Background: an optimization exercise with open tools, aiming at small area, a short achievable clock period and few clock cycles per item. Do not read the settings as production practice.
Where RTL was checked, it was by simulation tests only, not by an equivalence proof against the original.
Power and IR drop assume default switching activity.

// resp_stream_parser
module resp_stream_parser (
	input  logic         clk,
	input  logic         arst_n,
	input  logic         s_tvalid,
	output logic         s_tready,
	input  logic [7:0]   s_tdata,   
	input  logic [0:0]   s_tuser,   
	output logic         m_tvalid,
	input  logic         m_tready,
	output logic [111:0] m_tdata,   
	output logic [5:0]   m_tuser,   
	output logic         m_tlast    
);
	localparam logic [63:0] INT_SAT = 64'h7FFF_FFFF_FFFF_FFFF;
	logic adv, s_fire, load_s1;
	logic valid_s1, valid_s2, valid_sk;
	logic [7:0] data_s1, data_sk;
	logic start_s1, start_sk;
	rsp_pkg::phase_t phase_q;
	rsp_pkg::phase_t phase_n;
	rsp_pkg::phase_t ph_c;
	logic [2:0]  kind_q, kind_n;
	logic [63:0] acc_q, acc_n;
	logic        neg_q, neg_n;
	logic        dig_q, dig_n;
	logic [31:0] off_q;
	logic        err_c;
	logic [2:0]  ecode_q, ecode_n;
	logic [2:0] ev;
	logic [2:0] new_code;
	logic       done;
	logic [2:0] ev_s2;
	logic [2:0] kind_s2;
	logic       done_s2;
	logic       numen_s2;
	logic [7:0] payload_s2;
	logic [4:0] depth_s2;
	logic        is_digit, int_over, cnt_over;
	logic [63:0] acc_next;
	logic        stk_push, stk_close;
	logic        stk_full, stk_empty_close;
	logic [4:0]  stk_depth;
	logic [31:0] bulk_c;
	assign adv      = valid_s1 && (!valid_s2 || m_tready);
	assign s_tready = !valid_sk;
	assign s_fire   = s_tvalid && !valid_sk;
	assign load_s1  = valid_sk ? adv : (s_fire && (adv || !valid_s1));
	always_ff @(posedge clk or negedge arst_n) begin
		if (!arst_n) begin
			valid_s1 <= 1'b0;
			valid_sk <= 1'b0;
  ...
For scale: roughly 680 flip-flops, ~130 I/O pins, ~34000 sq um of cells after synthesis.
make LEC_CHECK=0 CAP_MARGIN=20 CORE_MARGIN=2 CORE_UTILIZATION=55 SETUP_SLACK_MARGIN=4.5 SLEW_MARGIN=20 finish   # period 8.5 ns
run.sh (not shown) runs the stock make flow with config.mk's settings and CLKGATE_MAP_FILE= SYNTH_SCRIPT=/design/flow/synth_recipe.tcl, a recipe that flattens the netlist after the stock synthesis.
Testbench counts at the start, summed over its fixed seeds: cycles 320,543, items 320,527.
==> next run, changes <==
--- a/flow/design.v
+++ b/flow/design.v
@@ -61,37 +61,36 @@
 	input  logic        neg,
 	output logic        is_digit,
 	output logic [63:0] acc_next,
 	output logic        int_over,
 	output logic        cnt_over
 );
 	localparam logic [63:0] INT_Q = 64'h0CCC_CCCC_CCCC_CCCC;
 	localparam logic [31:0] CNT_Q = 32'h1999_9999;
 	logic [3:0] d;
-	logic [4:0] addend;
 	logic       gt, eq, eqm1, hi_eq;
 	assign is_digit = (data[7:4] == 4'h3) && ((data[3] == 1'b0) || (data[2:1] == 2'b00));
 	assign d        = data[3:0];
-	assign addend   = neg ? (5'd9 + 5'(d)) : 5'(d);
-	assign acc_next = (acc << 3) + (acc << 1) + 64'(addend);
+	assign acc_next = (acc << 3) + (acc << 1) + 64'(d) + {60'd0, neg, 2'b00, neg};
 	assign gt    = acc > INT_Q;
 	assign hi_eq = acc[63:4] == INT_Q[63:4];
 	assign eq    = hi_eq && (acc[3:0] == INT_Q[3:0]);
 	assign eqm1  = hi_eq && (acc[3:0] == (INT_Q[3:0] - 4'd1));
 	assign int_over = neg ? (!acc[63] && (gt || eq || (eqm1 && (d > 4'd8))))
 	                      : (gt || (eq && (d > 4'd7)));
 	assign cnt_over = (acc[31:0] > CNT_Q) || ((acc[31:0] == CNT_Q) && (d > 4'd5));
 endmodule
 `timescale 1ns / 1ps
 module rsp_stack (
 	input  logic        clk,
 	input  logic        arst_n,
 	input  logic        en,
+	input  logic        held,
 	input  logic        clear,
 	input  logic        push,
 	input  logic        close,
 	input  logic [31:0] push_val,
 	output logic [4:0]  depth,
 	output logic        full,
 	output logic        empty_close
 );
 	logic [4:0]  ptr_q;
@@ -144,19 +143,19 @@
 	always_ff @(posedge clk) begin
 		if (en && push) begin
 			top_q <= push_val;
 		end else if (en && close && (ptr_q != 5'd0)) begin
 			top_q <= top_one ? sel_cnt : top_dec;
 		end
 	end
 	always_ff @(posedge clk) begin
 		for (int i = 0; i < 15; i++) begin
-			if (en && push && (ptr_q == 5'(i + 1))) begin
+			if (held && push && (ptr_q == 5'(i + 1))) begin
 				cnt_q[i]  <= top_dec;
 				zero_q[i] <= top_one;
 			end
 		end
 	end
 endmodule
 `timescale 1ns / 1ps
 module resp_stream_parser (
 	input  logic         clk,
@@ -242,18 +241,19 @@
 		.is_digit (is_digit),
 		.acc_next (acc_next),
 		.int_over (int_over),
 		.cnt_over (cnt_over)
 	);
 	rsp_stack u_stack (
 		.clk         (clk),
 		.arst_n      (arst_n),
 		.en          (adv),
+		.held        (valid_s1),
 		.clear       (start_s1),
 		.push        (stk_push),
 		.close       (stk_close),
 		.push_val    (acc_q[31:0]),
 		.depth       (stk_depth),
 		.full        (stk_full),
 		.empty_close (stk_empty_close)
 	);
 	always_comb begin
Result:
- The new run ran to the end with no violations
- setup slack gets worse by 0.25 ns
- core utilization hardly moves
- total power rises by 2.3%
- synthesized cell count is higher by 1.5%
- wire length increases by 3.2%
- sequential share of layout area came out lower by 0.99 points
- non-clock buffer count increases by 39
- critical path depth came out lower by 6
- cell area rose by 2.0%
- count of clock-buffer cells in the layout goes down by 4
The RTL of the second run of this note was laid out without a check of its function.

* * *

resp_stream_parser, a different RTL version from the one above (not shown whole).
Size: roughly 3200 cells after synthesis, about 690 flip-flops, ~130 I/O pins, about 0.036 mm2 of cells after synthesis.
// resp_stream_parser
module resp_stream_parser (
	input  logic         clk,
	input  logic         arst_n,
	input  logic         s_tvalid,
	output logic         s_tready,
	input  logic [7:0]   s_tdata,   
	input  logic [0:0]   s_tuser,   
	output logic         m_tvalid,
	input  logic         m_tready,
	output logic [111:0] m_tdata,   
	output logic [5:0]   m_tuser,   
	output logic         m_tlast    
);
make LEC_CHECK=0 CAP_MARGIN=20 CORE_MARGIN=2 CORE_UTILIZATION=55 SETUP_SLACK_MARGIN=5 SLEW_MARGIN=20 finish   # period 8.5 ns
The first run completed with no timing, DRC or antenna violations.
Testbench counts at the start, summed over its fixed seeds: cycles 320,543, items 320,527.
Change:
--- a/flow/design.v
+++ b/flow/design.v
@@ -436,28 +436,23 @@
 					end
 				end
 				default: begin
 					ev = rsp_pkg::EV_IGNORE;
 				end
 			endcase
 			if (ev == rsp_pkg::EV_ERROR) begin
 				ecode_n = new_code;
 			end
 		end
 	end
-	always_comb begin
-		acc_inc[0] = !acc_q[0];
-		for (int i = 1; i < 64; i++) begin
-			acc_inc[i] = acc_q[i] ^ (&(acc_q | ~((64'd1 << i) - 64'd1)));
-		end
-	end
+	assign acc_inc = acc_q + 64'd1;
 	always_comb begin
 		logic a_keep_lo, a_keep_hi;
 		a_keep_lo = !(a_clr || a_ones || a_next || a_sat || a_inc);
 		a_keep_hi = a_keep_lo && !a_bload && !a_bdec;
 		acc_n = ({64{a_next}} & acc_next) |
 		        ({64{a_sat}} & INT_SAT) |
 		        {64{a_ones}} |
 		        ({64{a_inc}} & acc_inc) |
 		        ({a_keep_hi ? acc_q[63:32] : 32'd0, a_keep_lo ? acc_q[31:0] : 32'd0}) |
 		        {a_bload ? acc_q[31:0] : 32'd0, 32'd0} |
 		        {a_bdec ? (bulk_c - 32'd1) : 32'd0, 32'd0};
=> Clock-buffer cell count fell by 1. Sequential share of layout area hardly moves. First-iteration DRC count went down by 11%. Via count falls by 1.0%. Utilization goes up by 1.3 points. Non-clock buffer count went up by 23. Fmax shrinks by 5.2%. Setup slack gets worse by 0.20 ns. Wire length went down by 3.2%. Sequential cell count is unchanged. Clock skew hardly moves. Global-route usage fell by 0.29 points. Critical path depth climbs by 1.
The RTL of the second run of this note was laid out without a check of its function.

* * *

run A:
RTL: one of the versions met above, not the one the previous note started from.
Size in the first run: about 690 flip-flops, about 130 I/O pins, about 35000 um2 of cells after synthesis.
Settings: LEC_CHECK=0, CAP_MARGIN=20, CORE_MARGIN=2, CORE_UTILIZATION=55, CTS_CLUSTER_DIAMETER=60, CTS_CLUSTER_SIZE=20, SETUP_SLACK_MARGIN=5, SLEW_MARGIN=20; clock period 8.5 ns.
diff inputs: run A => run B
--- a/flow/design.v
+++ b/flow/design.v
@@ -438,19 +438,24 @@
 				default: begin
 					ev = rsp_pkg::EV_IGNORE;
 				end
 			endcase
 			if (ev == rsp_pkg::EV_ERROR) begin
 				ecode_n = new_code;
 			end
 		end
 	end
-	assign acc_inc = acc_q + 64'd1;
+	always_comb begin
+		acc_inc[0] = !acc_q[0];
+		for (int i = 1; i < 64; i++) begin
+			acc_inc[i] = acc_q[i] ^ (&(acc_q | ~((64'd1 << i) - 64'd1)));
+		end
+	end
 	always_comb begin
 		logic a_keep_lo, a_keep_hi;
 		a_keep_lo = !(a_clr || a_ones || a_next || a_sat || a_inc);
 		a_keep_hi = a_keep_lo && !a_bload && !a_bdec;
 		acc_n = ({64{a_next}} & acc_next) |
 		        ({64{a_sat}} & INT_SAT) |
 		        {64{a_ones}} |
 		        ({64{a_inc}} & acc_inc) |
 		        ({a_keep_hi ? acc_q[63:32] : 32'd0, a_keep_lo ? acc_q[31:0] : 32'd0}) |
==> comparison <==
Changes observed in run B relative to run A: total wirelength of the detailed-routed design went up about 5%, count of non-filler cells in the finished layout went up about 1.4%.
Against run A, the final cell area of run B is higher.
Summary of run B over run A: critical path depth now sits lower, clock period minus final worst setup slack went down 0.051 ns, initial standard-cell utilization of the core shrank by 0.39 points, final routed wire length divided by cell count +0.94 um.
Compared with run A, run B shows total standard cell area after synthesis that has gone up slightly.
Diff run A..run B | number of input and output port buffers inserted | unchanged
Testbench counts of run B, summed over its fixed seeds: cycles 320,543, items 320,527.
The RTL of run A was laid out without a check of its function.

## what the ideal ports hide
Ports are ideal in the flow. The routed layouts listed here were re-timed in OpenROAD. Step 1 (the two cells are an assumption about what drives the block):
set clk [get_ports {clk}]
set_driving_cell -lib_cell sky130_fd_sc_hd__clkbuf_16 $clk
set_driving_cell -lib_cell sky130_fd_sc_hd__buf_2 [delete_from_list [all_inputs] $clk]
Step 2 also shifts input and output timing later by t, the mid clock arrival at the registers, as if the neighbouring blocks saw the same clock. a / b / c = no drivers / after step 1 / after step 2; a / b = the first two.
| run | t (ns) | slack for setup (ns) | worst setup path at the end |
|---|---|---|---|
| the first run of note 1 | 0.701 | 4.386 / 4.386 / 3.931 | input to register |
| the second run of note 1 | 0.688 | 4.138 / 4.138 / 4.008 | input to register |
| the first run of note 2 | 0.709 | 4.938 / 4.875 / 4.391 | input to register |
| the second run of note 2 | 0.689 | 4.742 / 4.742 / 4.463 | input to register |
| run A | 0.677 | 4.830 / 4.830 / 4.448 | input to register |
| run B | 0.681 | 4.881 / 4.816 / 4.400 | input to register |
After both steps every run listed still meets setup and hold. The setup slack of the first run of note 2, which loses most, moves by -0.063 ns with the drivers and by -0.547 ns with both steps.
